What follows belongs to an exercise in optimizing a design on an open flow for small area, a short achievable clock period and few clock cycles per item; a production flow would make more cautious choices. Function was checked by simulation only, so behaviour that the tests miss may differ from the original. No activity file was given, so power comes from the tool's default toggle rates.

<file path="config.mk">
export PLATFORM = sky130hd
export DESIGN_NAME = lsu_top
export DESIGN_NICKNAME = lsu_top
export VERILOG_FILES = /design/flow/design.v
export SDC_FILE = /design/flow/constraint.sdc
export NUM_CORES = 4
export LEC_CHECK = 0
export CAP_MARGIN = 20
export CORE_MARGIN = 2
export CORE_UTILIZATION = 65
export CTS_CLUSTER_DIAMETER = 70
export CTS_CLUSTER_SIZE = 28
export SLEW_MARGIN = 20
</file>
<file path="flow/run.sh">
#!/bin/bash
export BUFFER_PORTS_ARGS="-buffer_cell sky130_fd_sc_hd__buf_1"
export SETUP_SLACK_MARGIN=5.35
bash standard.sh > standard.log 2>&1
</file>
<file path="standard.sh">
#!/bin/bash
# synth_recipe.tcl (not shown) runs the flow's synth.tcl, then flattens the netlist and writes it again
# the make line also repeats each setting of config.mk as NAME=value (left out here)
make -C /OpenROAD-flow-scripts/flow DESIGN_CONFIG=/design/flow/config.mk WORK_HOME=/design/flow/orfs CLKGATE_MAP_FILE= SYNTH_SCRIPT=/design/flow/synth_recipe.tcl "${@:-finish}"
</file>
<file path="design.v">
package lsu_pkg;
    localparam int ADDR_W   = 32;
    localparam int XLEN     = 32;
    localparam int MEM_W    = 64;
    localparam int STRB_W   = 8;
    localparam int SQ_DEPTH = 4;
    localparam int SQ_PTR_W = 2;
    localparam int TAG_W    = 5;
    typedef enum logic [3:0] {
        LB  = 4'd0,
        LBU = 4'd1,
        LH  = 4'd2,
        LHU = 4'd3,
        LW  = 4'd4,
        SB  = 4'd5,
        SH  = 4'd6,
        SW  = 4'd7
    } lsu_op_e;
    typedef enum logic [1:0] {
        BYTE = 2'd0,
        HALF = 2'd1,
        WORD = 2'd2
    } mem_size_e;
    typedef enum logic [1:0] {
        IDLE = 2'd0,
        REQ  = 2'd1,
        WAIT = 2'd2
    } mem_state_e;
    function automatic logic [XLEN/8-1:0] byte_mask(input mem_size_e size,
                                                    input logic [1:0] lo);
        unique case (size)
            2'd0:    byte_mask = 4'b0001 << lo;
            2'd1:    byte_mask = 4'b0011 << {lo[1], 1'b0};
            default: byte_mask = 4'b1111;
        endcase
    endfunction
endpackage
module lsu_top (
    input  logic                        clk,
    input  logic                        rst_n,
    input  logic                        issue_valid,
    output logic                        issue_ready,
    input  lsu_pkg::lsu_op_e            op,
    input  logic [lsu_pkg::ADDR_W-1:0]  base,
    input  logic [lsu_pkg::ADDR_W-1:0]  offset,
    input  logic [lsu_pkg::XLEN-1:0]    store_data,
    input  logic [lsu_pkg::TAG_W-1:0]   tag,
    input  logic                        commit,
    output logic                        wb_valid,
    input  logic                        wb_ready,
    output logic [lsu_pkg::TAG_W-1:0]   wb_tag,
    output logic [lsu_pkg::XLEN-1:0]    wb_data,
    output logic                        mem_req_valid,
    input  logic                        mem_req_ready,
    output logic                        mem_req_write,
    output logic [lsu_pkg::ADDR_W-1:0]  mem_req_addr,
    output logic [lsu_pkg::MEM_W-1:0]   mem_req_wdata,
    output logic [lsu_pkg::STRB_W-1:0]  mem_req_wstrb,
    input  logic                        mem_resp_valid,
    input  logic [lsu_pkg::MEM_W-1:0]   mem_resp_data
);
    localparam int SQN = 2;    
    localparam int LQN = 3;    
    localparam int RTN = 4;    
    localparam int SPL = 16;   
    logic        a_v, a_st, a_uns;
    logic [1:0]  a_size;
    logic [3:0]  a_mask;      
    logic [31:0] a_addr;      
    logic [SPL-1:0]  a_lo;        
    logic            a_c;         
    logic [31-SPL:0] a_p, a_g;    
    logic [31:0] a_pay;       
    logic [SQN-1:0] sq_v;
    logic [29:0]    sq_a  [SQN];
    logic [31:0]    sq_d  [SQN];
    logic [3:0]     sq_wm [SQN];
    logic [3:0]     sq_fm [SQN];
    logic [SQN-1:0] sq_hd, sq_tl;    
    logic [SQN-1:0] sq_cnt;    
    logic [SQN:0]   n_unc, n_cmt;
    logic [LQN-1:0] lq_rdy, lq_uns;
    logic [4:0]     lq_tag [LQN];
    logic [1:0]     lq_lo  [LQN];
    logic [1:0]     lq_size[LQN];
    logic [3:0]     lq_hit [LQN];
    logic [31:0]    lq_d   [LQN];
    logic [LQN-1:0] lq_hd, lq_tl;    
    logic [LQN-1:0] lq_cnt;    
    logic        req_v, req_w, req_a2;
    logic [28:0] req_a;
    logic [31:0] req_d;
    logic [7:0]  req_s;
    logic        raq_v;
    logic [29:0] raq_a;
    logic [RTN-1:0] rt_v, rt_w, rt_a2;
    logic        ir_q;
    logic        fire, in_st, in_uns;
    logic [1:0]  in_size;
    logic [31:0] in_pay;
    logic [SPL:0] in_lo;
    assign issue_ready = ir_q;
    assign fire    = issue_valid && ir_q;
    assign in_st   = op[2] && (op[1] || op[0]);
    assign in_uns  = !op[2] && op[0];
    assign in_lo   = {1'b0, base[SPL-1:0]} + {1'b0, offset[SPL-1:0]};
    always_comb begin
        unique case (op[2:0])
            3'd0, 3'd1, 3'd5: in_size = 2'd0;
            3'd2, 3'd3, 3'd6: in_size = 2'd1;
            default:          in_size = 2'd2;
        endcase
        in_pay = store_data << {in_lo[1:0], 3'b000};
        if (!in_st) in_pay[4:0] = tag;
    end
    always_ff @(posedge clk) begin
        if (fire) begin
            a_st   <= in_st;
            a_uns  <= in_uns;
            a_size <= in_size;
            a_lo   <= in_lo[SPL-1:0];
            a_c    <= in_lo[SPL];
            a_p    <= base[31:SPL] ^ offset[31:SPL];
            a_g    <= base[31:SPL] & offset[31:SPL];
            a_pay  <= in_pay;
        end
    end
    always_comb begin
        unique case (a_size)
            2'd0:    a_mask = 4'b0001 << a_lo[1:0];
            2'd1:    a_mask = a_lo[1] ? 4'b1100 : 4'b0011;
            default: a_mask = 4'b1111;
        endcase
    end
    assign a_addr = {a_p + {a_g[30-SPL:0], 1'b0} + {{(31-SPL){1'b0}}, a_c}, a_lo};
    function automatic logic hi_eq(input logic [31-SPL:0] p, input logic [31-SPL:0] g,
                                   input logic c, input logic [31-SPL:0] k);
        logic [31-SPL:0] cin;
        cin[0] = c;
        for (int j = 1; j < 32-SPL; j++)
            cin[j] = g[j-1] | (p[j-1] & ~k[j-1]);
        hi_eq = ((p ^ k) == cin);
    endfunction
    logic [SQN-1:0] eq;
    logic [3:0]     hit;
    logic [31:0]    fwd;
    logic           full;
    always_comb begin
        hit = '0;
        fwd = '0;
        for (int i = 0; i < SQN; i++) begin
            eq[i] = sq_v[i] && (sq_a[i][SPL-3:0] == a_lo[SPL-1:2]) && hi_eq(a_p, a_g, a_c, sq_a[i][29:SPL-2]);
            for (int k = 0; k < 4; k++) begin
                if (eq[i] && sq_fm[i][k]) begin
                    hit[k]        = 1'b1;
                    fwd[k*8 +: 8] = fwd[k*8 +: 8] | sq_d[i][k*8 +: 8];
                end
            end
        end
        hit = hit & a_mask;
    end
    assign full = (hit == a_mask);
    logic cmt_ok;
    logic a_go, sq_push, lq_push, ld_mem, req_free, wr_go, rd_raq, rd_a, raq_load;
    assign a_go    = a_v && (a_st ? !sq_cnt[SQN-1] : (!lq_cnt[LQN-1] && !raq_v));
    assign sq_push = a_go && a_st;
    assign lq_push = a_go && !a_st;
    assign ld_mem  = lq_push && !full;
    logic wr_ok;
    assign req_free = !req_v || mem_req_ready;
    assign rd_raq   = req_free && raq_v;
    assign rd_a     = req_free && ld_mem;
    assign wr_ok    = req_free && !raq_v && sq_cnt[0] && (n_cmt[0] || cmt_ok);
    assign wr_go    = wr_ok && !lq_push;
    assign raq_load = ld_mem && !req_free;
    function automatic logic [SQN:0] cnt_therm(input logic [SQN:0] t, input logic up, input logic dn);
        cnt_therm = (up && !dn) ? {t[SQN-1:0], 1'b1} : ((dn && !up) ? {1'b0, t[SQN:1]} : t);
    endfunction
    function automatic logic [SQN-1:0] sq_therm(input logic [SQN-1:0] t, input logic up, input logic dn);
        sq_therm = (up && !dn) ? {t[SQN-2:0], 1'b1} : ((dn && !up) ? {1'b0, t[SQN-1:1]} : t);
    endfunction
    function automatic logic [LQN-1:0] lq_therm(input logic [LQN-1:0] t, input logic up, input logic dn);
        lq_therm = (up && !dn) ? {t[LQN-2:0], 1'b1} : ((dn && !up) ? {1'b0, t[LQN-1:1]} : t);
    endfunction
    assign cmt_ok = commit && n_unc[0];
    always_ff @(posedge clk or negedge rst_n) begin
        if (!rst_n) begin
            n_unc <= '0;
            n_cmt <= '0;
        end else begin
            n_unc <= cnt_therm(n_unc, fire && in_st, cmt_ok);
            n_cmt <= cnt_therm(n_cmt, cmt_ok, wr_go);
        end
    end
    always_ff @(posedge clk or negedge rst_n) begin
        if (!rst_n) begin
            req_v <= 1'b0;
            raq_v <= 1'b0;
        end else begin
            if (req_free) req_v <= raq_v || wr_go || ld_mem;
            if (raq_load)    raq_v <= 1'b1;
            else if (rd_raq) raq_v <= 1'b0;
        end
    end
    logic [29:0] sqh_a;
    logic [31:0] sqh_d;
    logic [3:0]  sqh_m;
    always_comb begin
        sqh_a = '0;
        sqh_d = '0;
        sqh_m = '0;
        for (int i = 0; i < SQN; i++) begin
            if (sq_hd[i]) begin
                sqh_a = sqh_a | sq_a[i];
                sqh_d = sqh_d | sq_d[i];
                sqh_m = sqh_m | sq_wm[i];
            end
        end
    end
    always_ff @(posedge clk) begin
        if (req_free) begin
            if (raq_v) begin
                req_w  <= 1'b0;
                req_a  <= raq_a[29:1];
                req_a2 <= raq_a[0];
            end else if (wr_go) begin
                req_w  <= 1'b1;
                req_a  <= sqh_a[29:1];
                req_a2 <= sqh_a[0];
            end else begin
                req_w  <= 1'b0;
                req_a  <= a_addr[31:3];
                req_a2 <= a_addr[2];
            end
        end
        if (wr_ok) begin
            req_d <= sqh_d;
            req_s <= sqh_a[0] ? {sqh_m, 4'b0000} : {4'b0000, sqh_m};
        end
        if (lq_push && !req_free) raq_a <= a_addr[31:2];
    end
    assign mem_req_valid = req_v;
    assign mem_req_write = req_w;
    assign mem_req_addr  = {req_a, 3'b000};
    assign mem_req_wdata = {req_d, req_d};
    assign mem_req_wstrb = req_s;
    always_ff @(posedge clk or negedge rst_n) begin
        if (!rst_n) begin
            sq_v   <= '0;
            sq_hd  <= SQN'(1);
            sq_tl  <= SQN'(1);
            sq_cnt <= '0;
        end else begin
            for (int i = 0; i < SQN; i++) begin
                if (sq_push && sq_tl[i]) sq_v[i] <= 1'b1;
            end
            if (sq_push) sq_tl <= {sq_tl[SQN-2:0], sq_tl[SQN-1]};
            if (wr_go)   sq_hd <= {sq_hd[SQN-2:0], sq_hd[SQN-1]};
            sq_cnt <= sq_therm(sq_cnt, sq_push, wr_go);
        end
    end
    always_ff @(posedge clk) begin
        for (int i = 0; i < SQN; i++) begin
            if (sq_push && sq_tl[i]) begin
                sq_a[i]  <= a_addr[31:2];
                sq_d[i]  <= a_pay;
                sq_wm[i] <= a_mask;
                sq_fm[i] <= a_mask;
            end else if (sq_push && eq[i]) begin
                sq_fm[i] <= sq_fm[i] & ~a_mask;
            end
        end
    end
    logic           req_acc;
    logic [RTN-1:0] rt_vn, rt_wn, rt_a2n;
    assign req_acc = req_v && mem_req_ready;
    always_comb begin
        logic done;
        for (int i = 0; i < RTN; i++) begin
            if (mem_resp_valid) begin
                rt_vn[i]  = (i < RTN-1) ? rt_v[(i+1)%RTN] : 1'b0;
                rt_wn[i]  = rt_w[(i+1)%RTN];
                rt_a2n[i] = rt_a2[(i+1)%RTN];
            end else begin
                rt_vn[i]  = rt_v[i];
                rt_wn[i]  = rt_w[i];
                rt_a2n[i] = rt_a2[i];
            end
        end
        done = 1'b0;
        for (int i = 0; i < RTN; i++) begin
            if (req_acc && !rt_vn[i] && !done) begin
                done      = 1'b1;
                rt_vn[i]  = 1'b1;
                rt_wn[i]  = req_w;
                rt_a2n[i] = req_a2;
            end
        end
    end
    always_ff @(posedge clk or negedge rst_n) begin
        if (!rst_n) rt_v <= '0;
        else        rt_v <= rt_vn;
    end
    always_ff @(posedge clk) begin
        rt_w  <= rt_wn;
        rt_a2 <= rt_a2n;
    end
    logic [LQN-1:0] fill;
    logic           rsp_rd;
    logic [31:0]    rsp_w;
    always_comb begin
        fill = '0;
        for (int h = 0; h < LQN; h++) begin
            logic found;
            found = 1'b0;
            for (int j = 0; j < LQN; j++) begin
                if (lq_hd[h] && lq_cnt[j] && !lq_rdy[(h+j)%LQN] && !found) begin
                    found             = 1'b1;
                    fill[(h+j)%LQN]   = 1'b1;
                end
            end
        end
    end
    assign rsp_rd = mem_resp_valid && rt_v[0] && !rt_w[0];
    assign rsp_w  = rt_a2[0] ? mem_resp_data[63:32] : mem_resp_data[31:0];
    logic lq_pop;
    logic        lqh_rdy, lqh_fill, lqh_uns;
    logic [4:0]  lqh_tag;
    logic [1:0]  lqh_lo, lqh_size;
    logic [3:0]  lqh_hit;
    logic [31:0] lqh_d;
    always_comb begin
        lqh_rdy  = 1'b0;
        lqh_fill = 1'b0;
        lqh_uns  = 1'b0;
        lqh_tag  = '0;
        lqh_lo   = '0;
        lqh_size = '0;
        lqh_hit  = '0;
        lqh_d    = '0;
        for (int i = 0; i < LQN; i++) begin
            if (lq_hd[i]) begin
                lqh_rdy  = lqh_rdy  | lq_rdy[i];
                lqh_fill = lqh_fill | fill[i];
                lqh_uns  = lqh_uns  | lq_uns[i];
                lqh_tag  = lqh_tag  | lq_tag[i];
                lqh_lo   = lqh_lo   | lq_lo[i];
                lqh_size = lqh_size | lq_size[i];
                lqh_hit  = lqh_hit  | lq_hit[i];
                lqh_d    = lqh_d    | lq_d[i];
            end
        end
    end
    assign lq_pop = lq_cnt[0] && (lqh_rdy || (rsp_rd && lqh_fill))
                    && (!wb_valid || wb_ready);
    always_ff @(posedge clk or negedge rst_n) begin
        if (!rst_n) begin
            lq_rdy <= '0;
            lq_hd  <= LQN'(1);
            lq_tl  <= LQN'(1);
            lq_cnt <= '0;
        end else begin
            for (int i = 0; i < LQN; i++) begin
                if (lq_push && lq_tl[i]) lq_rdy[i] <= full;
                else if (rsp_rd && fill[i])      lq_rdy[i] <= 1'b1;
            end
            if (lq_push) lq_tl <= {lq_tl[LQN-2:0], lq_tl[LQN-1]};
            if (lq_pop)  lq_hd <= {lq_hd[LQN-2:0], lq_hd[LQN-1]};
            lq_cnt <= lq_therm(lq_cnt, lq_push, lq_pop);
        end
    end
    always_ff @(posedge clk) begin
        for (int i = 0; i < LQN; i++) begin
            if (lq_push && lq_tl[i]) begin
                lq_tag[i]  <= a_pay[4:0];
                lq_lo[i]   <= a_addr[1:0];
                lq_size[i] <= a_size;
                lq_uns[i]  <= a_uns;
                lq_hit[i]  <= hit;
                lq_d[i]    <= fwd;
            end else if (rsp_rd && fill[i]) begin
                for (int k = 0; k < 4; k++)
                    if (!lq_hit[i][k]) lq_d[i][k*8 +: 8] <= rsp_w[k*8 +: 8];
            end
        end
    end
    logic [31:0] ext, sh;
    always_comb begin
        logic [31:0] md;
        for (int k = 0; k < 4; k++)
            md[k*8 +: 8] = (lqh_rdy || lqh_hit[k]) ? lqh_d[k*8 +: 8] : rsp_w[k*8 +: 8];
        sh = md >> {lqh_lo, 3'b000};
        unique case (lqh_size)
            2'd0:    ext = lqh_uns ? {24'b0, sh[7:0]}  : {{24{sh[7]}}, sh[7:0]};
            2'd1:    ext = lqh_uns ? {16'b0, sh[15:0]} : {{16{sh[15]}}, sh[15:0]};
            default: ext = sh;
        endcase
    end
    always_ff @(posedge clk or negedge rst_n) begin
        if (!rst_n) wb_valid <= 1'b0;
        else if (lq_pop) wb_valid <= 1'b1;
        else if (wb_ready) wb_valid <= 1'b0;
    end
    always_ff @(posedge clk) begin
        if (lq_pop) begin
            wb_tag  <= lqh_tag;
            wb_data <= ext;
        end
    end
    logic         a_v_n, a_st_n, raq_v_p;
    logic [SQN-1:0] sq_cnt_n;
    logic [LQN-1:0] lq_cnt_n;
    assign a_v_n    = fire || (a_v && !a_go);
    assign a_st_n   = fire ? in_st : a_st;
    assign raq_v_p  = (lq_push && !req_free) || (raq_v && !rd_raq);
    assign sq_cnt_n = sq_therm(sq_cnt, sq_push, wr_ok && !lq_push);
    assign lq_cnt_n = lq_therm(lq_cnt, lq_push, lq_pop);
    always_ff @(posedge clk or negedge rst_n) begin
        if (!rst_n) begin
            a_v  <= 1'b0;
            ir_q <= 1'b1;
        end else begin
            a_v  <= a_v_n;
            ir_q <= !a_v_n || (a_st_n ? !sq_cnt_n[SQN-1] : (!lq_cnt_n[LQN-1] && !raq_v_p));
        end
    end
endmodule
</file>
<file path="constraint.sdc">
create_clock -name core_clock -period 8.5 [get_ports {clk}]
set_input_delay 1.7000 -clock core_clock [delete_from_list [all_inputs] [get_ports {clk}]]
set_output_delay 1.7000 -clock core_clock [all_outputs]
set_load 0.01 [all_outputs]
</file>
==> results of run 1 <==
critical path: cells and delay by family:
family / cells / cell delay [ns]
AOI/OAI and AO/OA: 6 / 1.18
buffers and inverters: 1 / 0.10
adders and majority gates: 2 / 0.48
and+or+nand+nor: 2 / 0.15
timing repair:
action	CTS	global route
pin swaps	21	37
gates resized for setup	39	62
gates cloned	5	0
setup buffers	30	18
setup endpoints to repair	342	251
cells by family (layout without fill, tap and decap cells):
family | count (synthesis) | count (layout) | share of synthesized area [%]
mux | 95 | 95 | 3.810
flops | 543 | 543 | 62.96
buf+inv | 215 | 542 | 3.698
xor+xnor | 64 | 64 | 2.188
compound gates | 538 | 538 | 14.22
other cells | 1 | 3 | 0.01464
simple gates | 479 | 480 | 8.944
fa+ha+maj | 84 | 84 | 4.162
Yosys cell counts (16+ instances only):
library cell  instances
a211oi_1             18
a21o_1               16
a21oi_1             157
a222oi_1             45
a22o_1               57
a22oi_1              49
buf_4                35
clkbuf_1             76
dfrtp_1              30
edfxtp_1            507
ha_1                 82
inv_1                82
mux2_2               20
mux2i_1              75
nand2_1             126
nand3_1              18
nand4_1              33
nor2_1              189
nor2b_1              17
o21ai_0             111
o221ai_1             17
or3_1                24
xnor2_1              45
xor2_1               19
layer usage:
layer / vias up / global-route usage [%]
li1: 8280 / -
met1: 8830 / 47.26
met2: 1022 / 49.33
met3: 102 / 5.056
met4: 0 / 8.238
met5: - / 0
through the flow:
stage	total power [uW]	hold WS [ns]	instance area (um^2)	util [%]	setup slack [ns]
5_1_grt	7429	0.4523	29540	76.26	5.165
2_1_floorplan	4606	0.4215	25890	-	4.696
3_5_place_dp	5127	0.4296	27260	70.38	3.840
3_3_place_gp	5047	0.4256	27260	70.38	3.914
6_report	7149	0.4443	29540	76.26	5.243
4_1_cts	7074	0.4429	29080	75.06	5.230
power by group:
| group | switching [uW] | internal (uW) |
|---|---|---|
| sequential | 216 | 3410 |
| combinational | 1010 | 625 |
| clock | 958 | 932 |
area by class of cell:
cell class                 instances  area share, %
inverter                          83          1.122
sequential                       543          54.61
timing repair buffer             397          7.099
multi-input combinational       1264          30.77
clock buffer                      39          3.160
tap                              518          2.194
clock inverter                    23          1.046
registers in the layout (all words and copies together), names as in the netlist, 4 cells and up:
| name | count |
|---|---|
| a_pay | 32 |
| sq_a | 60 |
| lq_lo | 6 |
| a_g | 15 |
| a_p | 16 |
| lq_tag | 15 |
| rt_v | 4 |
| lq_hit | 12 |
| wb_data | 32 |
| rt_a2 | 4 |
| sq_wm | 8 |
| raq_a | 30 |
| req_a | 29 |
| sq_d | 64 |
| req_d | 32 |
| rt_w | 4 |
| lq_size | 6 |
| sq_fm | 8 |
| a_lo | 16 |
| lq_d | 96 |
| wb_tag | 5 |
| req_s | 8 |
final timing paths:
| path | start | slack [ns] | to | depth (start not counted) |
|---|---|---|---|---|
| setup / recovery | base[0] | 5.24 | a_lo[14]$_DFFE_PP_ | 11 |
| hold / removal | a_pay[22]$_DFFE_PP_ | 0.44 | sq_d[1][22]$_DFFE_PP_ | 0 |
| setup reg to reg | a_p[4]$_DFFE_PP_ | 5.36 | req_v$_DFFE_PN0N_ | 10 |
| hold reg to reg | a_pay[22]$_DFFE_PP_ | 0.44 | sq_d[1][22]$_DFFE_PP_ | 0 |
| max in group asynchronous | rst_n | 6.59 | sq_hd[1]$_DFFE_PN0P_ | 1 |
| min in group asynchronous | rst_n | 1.26 | sq_v[1]$_DFFE_PN0P_ | 1 |
==> results.sh, run 1 <==
export IMPL_fillers=2497
export IMPL_timing_fmax_ghz=0.3070
export IMPL_start_kind="input port"
export IMPL_n_antenna_cell=0
export IMPL_met3WireLength_um=6570
export IMPL_grt_overflow=0
export IMPL_die_height_um=202.5
export IMPL_synth_top_area_cell="edfxtp_1"
export IMPL_grt_antenna_before_repair=1
export IMPL_htreeDepth=2
export IMPL_ys_ff_latch=543
export IMPL_wl_per_cell_um=23.19
export IMPL_cp_end_kind="flip-flop"
export IMPL_critPathKind="in -> reg"
export IMPL_cts_path_max_buffers=3
export IMPL_crit_required_ns=8.84
export IMPL_vdd_ir_drop_max_uv=218.7
export IMPL_cts_sinks=543
export IMPL_drive_gt1_share_pct=12.26
export IMPL_cts_hold_fix_buffers=0
export IMPL_root_buffer="clkbuf_16"
export IMPL_grt_pass1_vias=17070
export IMPL_coreArea_um2=38740
export IMPL_ys_types=78
export IMPL_setup_viol=0
export IMPL_async_flop_share_pct=6.446
export IMPL_grtUsageTotal_pct=31.69
export IMPL_maxSlewHeadroom_pct=34.94
export IMPL_final_common_cell="edfxtp_1"
export IMPL_rows=72
export IMPL_cts_tree="yes"
export IMPL_cts_made_buffers=34
export IMPL_fin_worst_skew_ns=0.02442
export IMPL_netlist_area_um2=25610
export IMPL_drv_cap=0
export IMPL_dp_hpwl_um=44730
export IMPL_clock_latency_ns=0.58
export IMPL_grt_pass1_wl_um=98300
export IMPL_synthCells=2019
export IMPL_wl_met1_um=27310
export IMPL_drt_total_wl_um=66490
export IMPL_p_leak_uw=0.01084
export IMPL_via_count=18230
export IMPL_met2_length_um=31120
export IMPL_hold_viol=0
export IMPL_ys_flop_type="edfxtp_1"
export IMPL_cpPeakStageDelay_ns=0.33
export IMPL_multiInputGateArea_um2=9089
export IMPL_ys_top_cells_by_area="edfxtp_1 (59%), ha_1 (4.0%), a21oi_1 (3.1%)"
export IMPL_final_cell_count_no_fill=2867
export IMPL_gp_congestion=0.8796
export IMPL_nets=2583
export IMPL_drc_errors=0
export IMPL_rsz0062_at_grt="yes"
export IMPL_top_layer="met4"
export IMPL_holdCritPathClass="reg -> reg"
export IMPL_synth_edf_count=507
export IMPL_drtIter0Drc=2278
export IMPL_final_cell_mix="edfxtp_1 (507), buf_1 (309), nor2_1 (185), a21oi_1 (148), nand2_1 (118)"
export IMPL_tightest_slew_ns=0.9759
export IMPL_start_util_pct=66.12
export IMPL_synth_top_area_share_pct=59.44
export IMPL_grt_max_degree=71
export IMPL_cp_arrival_ns=3.60
export IMPL_via_per_inst=6.360
export IMPL_io_pin_count=321
export IMPL_dieWidth_um=202.5
export IMPL_powerDensity_nw_per_um2=242.0
export IMPL_drv_slew=0
export IMPL_place_inst=2751
export IMPL_cp_max_fo=2
export IMPL_yosys_warnings=10
export IMPL_numPortBuffers=316
export IMPL_ys_seq_area_share_pct=62.96
export IMPL_setup_tns_ns=0
export IMPL_drt_first_pass_iters=8
export IMPL_dieArea_um2=41010
export IMPL_areaGrowthSynthToFinish_pct=15.32
export IMPL_fin_crit_sh_pct=38.32
export IMPL_clk_pin_slew_ns=0.09
export IMPL_detail_route_antenna_nets=0
export IMPL_seqCellArea_um2=16130
export IMPL_worst_path_max_delay_cell="fa_2"
export IMPL_period_needed_ns=3.257
export IMPL_syn_avg_cell_area_um2=12.69
export IMPL_path_cells="buf_6 > ha_4 > fa_2 > a21o_1 > a21oi_2 > o21bai_1 > a31o_2 > a221oi_4 > nand2b_1 > a211oi_2 > nor2_1"
export IMPL_status="timing/DRC/antenna clean"
Testbench counts, summed over its fixed seeds: cycles 6,462, items 4,800.
==> run 2, diff against run 1 <==
==> flow/run.sh (replaced) <==
#!/bin/bash
export BUFFER_PORTS_ARGS="-buffer_cell sky130_fd_sc_hd__buf_1"
export SETUP_SLACK_MARGIN=5.5
bash standard.sh > standard.log 2>&1
==> results.sh, run 2 <==
export IMPL_htreeDepth=1
export IMPL_grt_pass1_wl_um=98570
export IMPL_cts_made_buffers=31
export IMPL_syn_avg_cell_area_um2=12.69
export IMPL_async_flop_share_pct=6.446
export IMPL_cts_path_max_buffers=3
export IMPL_rsz0062_at_grt="yes"
export IMPL_yosys_warnings=10
export IMPL_die_height_um=202.5
export IMPL_ys_top_cells_by_area="edfxtp_1 (59%), ha_1 (4.0%), a21oi_1 (3.1%)"
export IMPL_synthCells=2019
export IMPL_root_buffer="clkbuf_16"
export IMPL_cp_arrival_ns=3.59
export IMPL_rows=72
export IMPL_crit_required_ns=8.88
export IMPL_drt_first_pass_iters=9
export IMPL_dieWidth_um=202.5
export IMPL_clock_latency_ns=0.62
export IMPL_start_kind="input port"
export IMPL_ys_ff_latch=543
export IMPL_period_needed_ns=3.204
export IMPL_p_leak_uw=0.01102
export IMPL_drv_cap=0
export IMPL_via_count=18400
export IMPL_synth_top_area_cell="edfxtp_1"
export IMPL_largestRegisters="lq_d x96, sq_d x64, sq_a x60"
export IMPL_dp_hpwl_um=44280
export IMPL_synth_top_area_share_pct=59.44
export IMPL_grt_max_degree=71
export IMPL_final_cell_mix="edfxtp_1 (507), buf_1 (307), nor2_1 (133), nand2_1 (118), a21oi_1 (117)"
export IMPL_cts_sinks=543
export IMPL_detail_route_antenna_nets=0
export IMPL_drive_gt1_share_pct=17.40
export IMPL_drt_total_wl_um=67930
export IMPL_critPathKind="in -> reg"
export IMPL_holdCritPathClass="reg -> reg"
export IMPL_gp_congestion=0.9085
export IMPL_fin_crit_sh_pct=37.69
export IMPL_fin_ws_ns=5.296
export IMPL_areaGrowthSynthToFinish_pct=17.93
export IMPL_tightest_slew_ns=0.9188
export IMPL_status="timing/DRC/antenna clean"
export IMPL_ys_flop_type="edfxtp_1"
export IMPL_cts_tree="yes"
export IMPL_timing_fmax_ghz=0.3121
export IMPL_grt_pass1_vias=17120
export IMPL_cp_max_fo=2
export IMPL_netlist_area_um2=25610
export IMPL_cp_end_kind="flip-flop"
export IMPL_final_common_cell="edfxtp_1"
export IMPL_met3_usage_pct=7.239
export IMPL_via_per_inst=6.413
export IMPL_powerDensity_nw_per_um2=234.8
export IMPL_setup_viol=0
export IMPL_fillers=2398
export IMPL_drtIter0Drc=2185
export IMPL_seqCellArea_um2=16130
export IMPL_nets=2585
export IMPL_clk_pin_slew_ns=0.10
export IMPL_ys_types=78
export IMPL_multiInputGateArea_um2=9774
export IMPL_maxSlewHeadroom_pct=38.75
export IMPL_setup_tns_ns=0
export IMPL_hold_viol=0
export IMPL_ys_seq_area_share_pct=62.96
export IMPL_holdWs_ns=0.4456
export IMPL_grt_util_met1_pct=45.72
export IMPL_dp_slack_ns=3.935
export IMPL_synth_edf_count=507
export IMPL_dieArea_um2=41010
export IMPL_largest_reg_flops=96
export IMPL_grt_util_met2_pct=49.18
export IMPL_largest_register="lq_d"
export IMPL_start_util_pct=66.12
export IMPL_numPortBuffers=316
export IMPL_coreArea_um2=38740
export IMPL_yosysMostFrequentCell="edfxtp_1"
export IMPL_drc_errors=0
export IMPL_grtUsageTotal_pct=31.67
export IMPL_top_usage_layer="met2"
export IMPL_synth_top_cells_by_count="edfxtp_1 (507), nor2_1 (189), a21oi_1 (157)"
export IMPL_io_pin_count=321
export IMPL_fin_worst_skew_ns=0.01997
export IMPL_wl_per_cell_um=23.68
export IMPL_grt_antenna_before_repair=1
export IMPL_grt_overflow=0
export IMPL_vdd_ir_drop_max_uv=215.4
export IMPL_drv_slew=0
## run 2: cell counts after synthesis
Identical to the previous run, type by type.
## run 2: final timing paths
kind,slack (ns),start,endpoint,cells past startpoint
hold / removal,0.45,a_pay[9]$_SDFFCE_PN0P_,sq_d[1][9]$_DFFE_PP_,0
max in group asynchronous,6.67,rst_n,sq_hd[1]$_DFFE_PN0P_,1
setup / recovery,5.30,base[0],a_lo[14]$_DFFE_PP_,11
min in group asynchronous,1.20,rst_n,n_unc[2]$_DFFE_PN0P_,1
setup reg to reg,5.43,raq_v$_DFFE_PN0P_,lq_d[2][30]$_DFFE_PP_,6
hold reg to reg,0.45,a_pay[9]$_SDFFCE_PN0P_,sq_d[1][9]$_DFFE_PP_,0
## run 2: per-layer routing
| layer | part of all wire [%] | vias up |
|---|---|---|
| met2 | 47 | 994 |
| met4 | 2.4 | 0 |
| li1 | - | 8297 |
| met1 | 41 | 8996 |
| met3 | 9.8 | 113 |
| met5 | 0 | - |
## run 2: repair_timing
item,CTS,global route
buffers inserted,28,30
gates resized for setup,75,192
pin swaps,30,109
cloned,6,2
setup endpoints to repair,464,365
hold buffers,0,0
## run 2: area by class of cell
cell class,instances,share of cell area [%]
clock buffers,32,2.580
repair buffers,399,7.215
clock inverters,26,1.189
multi-input cells,1267,32.36
well taps,518,2.146
flip-flops and latches,543,53.39
inverters,83,1.110
diodes,1,0.008284
## run 2: cell families after synthesis
group,Yosys count,synth area share (%)
muxes,95,3.810
xor gates and xnor gates,64,2.188
DFF,543,62.96
other,1,0.01464
and+or+nand+nor,479,8.944
buffers and inverters,215,3.698
adders and majority gates,84,4.162
AOI/OAI and AO/OA,538,14.22
## run 2: critical path, cell delays in order
cell      delay, ns
buf_6          0.10
ha_4           0.15
fa_2           0.34
a21o_1         0.17
a21oi_2        0.14
o21bai_1       0.11
a31o_2         0.23
a221oi_2       0.29
nand2b_1       0.11
a211oi_2       0.18
nor2_1         0.06
## run 2: per-stage QoR
step	power, uW	instance area, um^2	utilization (%)	instances
after global placement	5056	27260	70.37	2744
after global routing	7351	30210	77.97	2868
after floorplan	4618	25970	-	2021
after detailed placement	5127	27260	70.37	2744
after CTS	6960	29110	75.16	2836
final	7094	30210	77.98	2869
## run 2: where the power goes
group	total, uW	internal, uW	leakage [uW]	switching, uW
Sequential	3640	3410	0.00518	226
Combinational	1690	646	0.00530	1040
Clock	1770	796	0.000551	973
==> run 3, diff against run 2 <==
--- a/design.v
+++ b/design.v
@@ -63,8 +63,8 @@
     localparam int LQN = 3;    
     localparam int RTN = 4;    
-    localparam int SPL = 16;   
+    localparam int SPL = 12;   
     logic        a_v, a_st, a_uns;
     logic [1:0]  a_size;
-    logic [3:0]  a_mask;      
+    logic [3:0]  a_mask;
     logic [31:0] a_addr;      
     logic [SPL-1:0]  a_lo;        
@@ -91,5 +91,5 @@
     logic [28:0] req_a;
     logic [31:0] req_d;
-    logic [7:0]  req_s;
+    logic [3:0]  req_m;
     logic        raq_v;
     logic [29:0] raq_a;
@@ -98,4 +98,5 @@
     logic        fire, in_st, in_uns;
     logic [1:0]  in_size;
+    logic [3:0]  in_mask;
     logic [31:0] in_pay;
     logic [SPL:0] in_lo;
@@ -111,4 +112,9 @@
             default:          in_size = 2'd2;
         endcase
+        unique case (in_size)
+            2'd0:    in_mask = 4'b0001 << in_lo[1:0];
+            2'd1:    in_mask = in_lo[1] ? 4'b1100 : 4'b0011;
+            default: in_mask = 4'b1111;
+        endcase
         in_pay = store_data << {in_lo[1:0], 3'b000};
         if (!in_st) in_pay[4:0] = tag;
@@ -119,4 +125,5 @@
             a_uns  <= in_uns;
             a_size <= in_size;
+            a_mask <= in_mask;
             a_lo   <= in_lo[SPL-1:0];
             a_c    <= in_lo[SPL];
@@ -126,11 +133,4 @@
         end
     end
-    always_comb begin
-        unique case (a_size)
-            2'd0:    a_mask = 4'b0001 << a_lo[1:0];
-            2'd1:    a_mask = a_lo[1] ? 4'b1100 : 4'b0011;
-            default: a_mask = 4'b1111;
-        endcase
-    end
     assign a_addr = {a_p + {a_g[30-SPL:0], 1'b0} + {{(31-SPL){1'b0}}, a_c}, a_lo};
     function automatic logic hi_eq(input logic [31-SPL:0] p, input logic [31-SPL:0] g,
@@ -236,5 +236,5 @@
         if (wr_ok) begin
             req_d <= sqh_d;
-            req_s <= sqh_a[0] ? {sqh_m, 4'b0000} : {4'b0000, sqh_m};
+            req_m <= sqh_m;
         end
         if (lq_push && !req_free) raq_a <= a_addr[31:2];
@@ -244,5 +244,5 @@
     assign mem_req_addr  = {req_a, 3'b000};
     assign mem_req_wdata = {req_d, req_d};
-    assign mem_req_wstrb = req_s;
+    assign mem_req_wstrb = req_a2 ? {req_m, 4'b0000} : {4'b0000, req_m};
     always_ff @(posedge clk or negedge rst_n) begin
         if (!rst_n) begin
==> flow/run.sh (replaced) <==
#!/bin/bash
export BUFFER_PORTS_ARGS="-buffer_cell sky130_fd_sc_hd__buf_1"
export SETUP_SLACK_MARGIN=5.35
bash standard.sh > standard.log 2>&1
--- a/config.mk
+++ b/config.mk
@@ -9,5 +9,5 @@
 export CORE_MARGIN = 2
 export CORE_UTILIZATION = 65
-export CTS_CLUSTER_DIAMETER = 70
-export CTS_CLUSTER_SIZE = 28
+export CTS_CLUSTER_DIAMETER = 60
+export CTS_CLUSTER_SIZE = 24
 export SLEW_MARGIN = 20
==> results.sh, run 3 <==
export IMPL_status="timing/DRC/antenna clean"
export IMPL_grt_pass1_vias=16830
export IMPL_vdd_ir_drop_max_uv=189.1
export IMPL_ys_types=70
export IMPL_fin_util_pct=76.51
export IMPL_tightest_slew_ns=1.034
export IMPL_grt_antenna_before_repair=3
export IMPL_wl_per_cell_um=23.88
export IMPL_setup_tns_ns=0
export IMPL_drv_slew=0
export IMPL_coreArea_um2=38830
export IMPL_rsz0062_at_grt="yes"
export IMPL_ys_seq_area_share_pct=63.14
export IMPL_maxSlewHeadroom_pct=30.97
export IMPL_numPortBuffers=316
export IMPL_worst_path_max_delay_cell="o311a_1"
export IMPL_place_inst=2651
export IMPL_finalPower_uw=8317
export IMPL_dieArea_um2=41190
export IMPL_synth_top_cells_by_count="edfxtp_1 (511), mux2i_1 (163), nand2_1 (152)"
export IMPL_cts_path_max_buffers=3
export IMPL_final_cell_count_no_fill=2764
export IMPL_via_count=17640
export IMPL_io_pin_count=321
export IMPL_grtUsageTotal_pct=31.55
export IMPL_root_buffer="clkbuf_16"
export IMPL_drv_cap=0
export IMPL_cts_tree="yes"
export IMPL_largest_register="lq_d"
export IMPL_async_flop_share_pct=6.399
export IMPL_final_cell_mix="edfxtp_1 (511), buf_1 (301), mux2i_1 (157), nand2_1 (139), o21ai_0 (88)"
export IMPL_critPathKind="in -> reg"
export IMPL_drtIter0Drc=2292
export IMPL_rows=72
export IMPL_fin_area_um2=29710
export IMPL_cp_max_fo=2
export IMPL_netlist_area_um2=25730
export IMPL_powerDensity_nw_per_um2=280.0
export IMPL_start_util_pct=66.27
export IMPL_drt_first_pass_iters=8
export IMPL_ys_top_cells_by_area="edfxtp_1 (60%), mux2i_1 (6.3%), ha_1 (4.6%)"
export IMPL_grt_overflow=0
export IMPL_cts_sinks=547
export IMPL_p_leak_uw=0.01072
export IMPL_nets=2493
export IMPL_path_cells="buf_8 > ha_4 > a21o_1 > a21oi_2 > nor2b_1 > o21a_1 > o311a_1 > o21a_1 > o21ai_2 > a21oi_1 > xor2_1"
export IMPL_cpPeakStageDelay_ns=0.31
export IMPL_gp_congestion=0.9124
export IMPL_largest_reg_flops=96
export IMPL_drt_total_wl_um=66010
export IMPL_cp_end_kind="flip-flop"
export IMPL_fin_worst_skew_ns=0.02221
export IMPL_drive_gt1_share_pct=14.92
export IMPL_cts_hold_fix_buffers=0
export IMPL_synth_edf_count=511
export IMPL_dp_hpwl_um=43850
export IMPL_setup_viol=0
export IMPL_hold_viol=0
export IMPL_cp_arrival_ns=3.54
export IMPL_grt_pass1_wl_um=97610
export IMPL_start_kind="input port"
export IMPL_detail_route_antenna_nets=0
export IMPL_clk_pin_slew_ns=0.08
export IMPL_htreeDepth=2
export IMPL_postPlaceCellArea_um2=27520
export IMPL_synthCells=1901
export IMPL_ys_flop_type="edfxtp_1"
export IMPL_fillers=2459
export IMPL_via_per_inst=6.381
export IMPL_synth_top_area_cell="edfxtp_1"
export IMPL_final_common_cell="edfxtp_1"
export IMPL_ys_ff_latch=547
export IMPL_timing_fmax_ghz=0.3116
export IMPL_synth_top_area_share_pct=59.63
export IMPL_cts_made_buffers=36
export IMPL_holdCritPathClass="reg -> reg"
export IMPL_crit_required_ns=8.83
export IMPL_period_needed_ns=3.210
export IMPL_dieWidth_um=203.0
export IMPL_areaGrowthSynthToFinish_pct=15.45
export IMPL_timing_critical_path_mode_cell="o21a_1"
export IMPL_syn_avg_cell_area_um2=13.54
export IMPL_grt_max_degree=69
export IMPL_yosysMostFrequentCell="edfxtp_1"
export IMPL_largestRegisters="lq_d x96, sq_d x64, sq_a x60"
export IMPL_drc_errors=0
export IMPL_clock_latency_ns=0.58
export IMPL_die_height_um=203.0
export IMPL_yosys_warnings=10
export IMPL_fin_crit_sh_pct=37.76
-- run 3: repair_timing --
| item | CTS | global route |
|---|---|---|
| resized for setup | 56 | 84 |
| setup buffers | 23 | 20 |
| gates cloned | 3 | 2 |
| setup endpoints to repair | 309 | 274 |
| pin swaps | 40 | 31 |
-- run 3: metal layers --
layer | up-vias | part of all wire, % | track usage, %
li1 | 7915 | - | -
met1 | 8678 | 41 | 46.80
met2 | 940 | 46 | 48.10
met3 | 101 | 11 | 5.971
met4 | 2 | 2.4 | 9.228
met5 | - | 0.020 | 0
-- run 3: cell families (layout without fill, tap and decap cells) --
kind of cell / Yosys count / count (layout) / share of synthesized area, %
flops: 547 / 547 / 63.14
compound gates: 433 / 433 / 11.79
simple gates: 369 / 370 / 7.226
buf+inv: 204 / 545 / 3.540
mux: 187 / 187 / 7.391
fa+ha+maj: 96 / 96 / 4.726
xor+xnor: 64 / 64 / 2.178
other cells: 1 / 4 / 0.01457
-- run 3: report_power, final --
| group | internal [uW] | switching [uW] | total [uW] |
|---|---|---|---|
| sequential | 3540 | 214 | 3750 |
| combinational | 1020 | 1700 | 2720 |
| clock | 893 | 951 | 1840 |
| total | 5450 | 2860 | 8320 |
-- run 3: worst max-delay path: cells and delay by family --
family,cells,cell delay (ns)
AOI/OAI and AO/OA,7,1.29
xor gates and xnor gates,1,0.16
and+or+nand+nor,1,0.06
buffers and inverters,1,0.10
adders and majority gates,1,0.22
-- run 3: path summary, 6_finish.rpt --
kind	startpoint	endpoint	slack, ns	cells past startpoint
max	offset[1]	a_lo[11]$_DFFE_PP_	5.29	11
min	a_pay[12]$_SDFFCE_PN0P_	sq_d[1][12]$_DFFE_PP_	0.46	0
max reg2reg	sq_a[1][27]$_DFFE_PP_	lq_d[0][15]$_DFFE_PP_	5.31	9
min reg2reg	a_pay[12]$_SDFFCE_PN0P_	sq_d[1][12]$_DFFE_PP_	0.46	0
max in group asynchronous	rst_n	raq_v$_DFFE_PN0P_	6.57	1
min in group asynchronous	rst_n	wb_valid$_DFFE_PN0P_	1.26	1
-- run 3: cell type report --
class | count | area, um^2 | area share, %
sequential | 547 | 16250 | 54.71
multi-input combinational | 1153 | 9246 | 31.13
timing repair buffer | 394 | 2031 | 6.836
clock buffer | 40 | 937.1 | 3.155
tap | 518 | 648.1 | 2.182
inverter | 88 | 339.1 | 1.141
clock inverter | 22 | 245.2 | 0.8255
timing repair inverter | 1 | 5.005 | 0.01685
antenna | 1 | 2.502 | 0.008424
-- run 3: stage by stage --
step                hold WS, ns  worst slack (ns)
floorplan                0.4215             4.719
global placement         0.4232             4.330
detailed placement       0.4353             4.173
CTS                      0.4561             5.246
global route             0.4665             5.157
finish                   0.4556             5.290
Testbench counts of run 3, summed over its fixed seeds: cycles 6,462, items 4,800.
==> run 4, diff against run 3 <==
==> flow/run.sh (replaced) <==
#!/bin/bash
export BUFFER_PORTS_ARGS="-buffer_cell sky130_fd_sc_hd__buf_1"
export SETUP_SLACK_MARGIN=5.6
bash standard.sh > standard.log 2>&1
==> results.sh, run 4 <==
export IMPL_status="timing/DRC/antenna clean"
export IMPL_start_util_pct=66.27
export IMPL_numPortBuffers=316
export IMPL_dp_hpwl_um=42410
export IMPL_setup_tns_ns=0
export IMPL_drc_errors=0
export IMPL_ys_types=70
export IMPL_clock_latency_ns=0.57
export IMPL_timing_fmax_ghz=0.3110
export IMPL_fin_crit_sh_pct=37.83
export IMPL_top_layer="met4"
export IMPL_cts_path_max_buffers=3
export IMPL_start_kind="input port"
export IMPL_gp_congestion=0.9270
export IMPL_yosysMostFrequentCell="edfxtp_1"
export IMPL_yosys_warnings=10
export IMPL_hold_viol=0
export IMPL_largestRegisters="lq_d x96, sq_d x64, sq_a x60"
export IMPL_synth_edf_count=511
export IMPL_coreArea_um2=38830
export IMPL_cts_sinks=547
export IMPL_ys_flop_type="edfxtp_1"
export IMPL_grt_antenna_before_repair=0
export IMPL_grt_pass1_vias=17060
export IMPL_wl_met1_um=27690
export IMPL_ys_top_cells_by_area="edfxtp_1 (60%), mux2i_1 (6.3%), ha_1 (4.6%)"
export IMPL_rsz0062_at_grt="yes"
export IMPL_dieArea_um2=41190
export IMPL_netlist_area_um2=25730
export IMPL_met2_length_um=31690
export IMPL_ys_seq_area_share_pct=63.14
export IMPL_detail_route_antenna_nets=0
export IMPL_p_comb_share_pct=36.7
export IMPL_powerDensity_nw_per_um2=288.2
export IMPL_grt_max_degree=69
export IMPL_cts_tree="yes"
export IMPL_crit_required_ns=8.93
export IMPL_p_switching_uw=3067
export IMPL_final_common_cell="edfxtp_1"
export IMPL_tightest_slew_ns=1.053
export IMPL_holdCritPathClass="reg -> reg"
export IMPL_areaGrowthSynthToFinish_pct=20.37
export IMPL_synthCells=1901
export IMPL_grt_pass1_wl_um=98820
export IMPL_n_antenna_cell=0
export IMPL_p_sw_share_pct=34.37
export IMPL_largest_register="lq_d"
export IMPL_maxSlewHeadroom_pct=29.44
export IMPL_syn_avg_cell_area_um2=13.54
export IMPL_cts_made_buffers=37
export IMPL_synth_top_cells_by_count="edfxtp_1 (511), mux2i_1 (163), nand2_1 (152)"
export IMPL_clk_pin_slew_ns=0.09
export IMPL_setup_viol=0
export IMPL_nets=2555
export IMPL_met3WireLength_um=7239
export IMPL_pwr_share_seq_pct=42.1
export IMPL_grtUsageTotal_pct=32.11
export IMPL_drt_first_pass_iters=8
export IMPL_via_per_inst=6.400
export IMPL_critPathKind="in -> reg"
export IMPL_wl_per_cell_um=24.23
export IMPL_cp_arrival_ns=3.65
export IMPL_cell_internal_pwr_uw=5858
export IMPL_htreeDepth=2
export IMPL_largest_reg_flops=96
export IMPL_synth_top_area_cell="edfxtp_1"
export IMPL_rows=72
export IMPL_drive_gt1_share_pct=20.23
export IMPL_dieWidth_um=203.0
export IMPL_drv_cap=0
export IMPL_dp_slack_ns=4.327
export IMPL_p_leak_uw=0.01128
export IMPL_root_buffer="clkbuf_16"
export IMPL_synth_top_area_share_pct=59.63
export IMPL_grt_overflow=0
export IMPL_power_frac_clock_pct=21.2
export IMPL_fin_worst_skew_ns=0.02104
export IMPL_final_cell_mix="edfxtp_1 (511), buf_1 (296), mux2i_1 (157), nand2_1 (133), buf_4 (88)"
export IMPL_period_needed_ns=3.216
export IMPL_fin_ws_ns=5.284
export IMPL_drt_total_wl_um=68480
export IMPL_ys_ff_latch=547
export IMPL_vdd_ir_drop_max_uv=180.7
export IMPL_cp_end_kind="flip-flop"
export IMPL_die_height_um=203.0
export IMPL_async_flop_share_pct=6.399
export IMPL_cp_max_fo=5
export IMPL_drv_slew=0
export IMPL_io_pin_count=321
export IMPL_via_count=18090
export IMPL_drtIter0Drc=1990
==> run 4: metal layers <==
layer | up-vias | global-route usage [%]
met5 | - | 0
met4 | 0 | 9.020
met3 | 120 | 6.244
met2 | 1003 | 49.22
met1 | 8904 | 47.43
li1 | 8059 | -
==> run 4: area by class of cell <==
| type | count | area [um^2] |
|---|---|---|
| fill | 2256 | 7854 |
| inverter | 88 | 352.8 |
| timing repair inverter | 2 | 12.51 |
| multi-input combinational | 1156 | 9691 |
| timing repair buffer | 451 | 2789 |
| tap | 518 | 648.1 |
| clock buffer | 47 | 1016 |
| clock inverter | 17 | 212.7 |
| sequential | 547 | 16250 |
==> run 4: worst max-delay path: stages <==
cell and delay, ns:
buf_8 0.07, nand3b_1 0.19, buf_6 0.19, a211o_4 0.33
o22ai_4 0.15, o21ai_4 0.10, a21oi_4 0.19, buf_12 0.16
inv_4 0.04, ha_4 0.18, a21oi_1 0.24, o21ai_1 0.10
==> run 4: power groups by stage <==
stage / Combinational [uW] / Sequential (uW) / Clock, uW
2_1_floorplan: 1700 / 3810 / 0
3_5_place_dp: 2420 / 3820 / 0
3_3_place_gp: 2360 / 3810 / 0
6_report: 3280 / 3750 / 1890
5_1_grt: 3490 / 3790 / 2000
4_1_cts: 2830 / 3750 / 1890
==> run 4: final timing paths <==
kind                                         endpoint  slack [ns]           startpoint  depth (start not counted)
worst max-delay path            lq_cnt[1]$_DFFE_PN0P_        5.28       mem_resp_valid                         12
worst min-delay path            sq_d[0][18]$_DFFE_PP_        0.45  a_pay[18]$_DFFE_PP_                          0
worst max register to register  lq_d[0][22]$_DFFE_PP_        5.31    a_p[17]$_DFFE_PP_                          9
worst min register to register  sq_d[0][18]$_DFFE_PP_        0.45  a_pay[18]$_DFFE_PP_                          0
max in group asynchronous        sq_hd[1]$_DFFE_PN0P_        6.58                rst_n                          1
min in group asynchronous           rt_v[1]$_DFF_PN0_        1.28                rst_n                          1
==> run 4: stage by stage <==
| stage | cells | area (um^2) | power (uW) | utilization [%] | hold slack, ns |
|---|---|---|---|---|---|
| final | 2826 | 30970 | 8925 | 79.77 | 0.4508 |
| after global routing | 2826 | 30970 | 9279 | 79.77 | 0.4584 |
| after CTS | 2775 | 30060 | 8470 | 77.42 | 0.4525 |
| after detailed placement | 2645 | 27540 | 6245 | 70.93 | 0.4329 |
| after global placement | 2644 | 27530 | 6176 | 70.91 | 0.4228 |
| after floorplan | 1903 | 26220 | 5509 | - | 0.4215 |
==> run 4: cells by family after synthesis <==
| family | count (synthesis) | synth area share, % |
|---|---|---|
| XOR/XNOR | 64 | 2.178 |
| other | 1 | 0.01457 |
| multiplexers | 187 | 7.391 |
| adder cells (fa/ha/maj) | 96 | 4.726 |
| buffers and inverters | 204 | 3.540 |
| AND/OR/NAND/NOR | 369 | 7.226 |
| flip-flops | 547 | 63.14 |
| AO/OA/AOI/OAI | 433 | 11.79 |
==> run 4: repair_timing <==
action                                  CTS  global route
endpoints found under the setup margin  477           278
buffers inserted                         52            47
gates cloned                             14             3
resized for setup                       149           109
hold buffers                              0             0
pin swaps                                47            61

==> static timing again, ports no longer ideal <==
How much do the figures lean on ideal ports? The routed layouts below were timed once more, with nothing changed but the port constraints. Step 1 sets driving cells, clkbuf_16 on the clock port and buf_2 on the other inputs (assumed; they add their load-dependent delay and slew). Step 2 moves the port delays by t, midway between the first and last clock arrival at a register: inputs arrive t later, outputs are due t later. That takes back most of the time a late clock gives input paths. a / b / c = ideal ports / drivers / drivers and shift; a / b = the first two.
run | shift t [ns] | slack for setup (ns) | worst data-port slew with drivers (ns) | pins driven straight from the clock port
run 1 | 0.630 | 5.243 / 5.269 / 4.639 | 0.06 | 1
run 2 | 0.668 | 5.296 / 5.320 / 4.652 | 0.07 | 1
run 3 | 0.623 | 5.290 / 5.250 / 4.686 | 0.09 | 1
run 4 | 0.615 | 5.284 / 5.292 / 4.678 | 0.05 | 1
After both steps setup and hold are still met in every run listed. The setup slack of run 2, which loses most, moves by +0.024 ns with the drivers and by -0.644 ns with both steps.
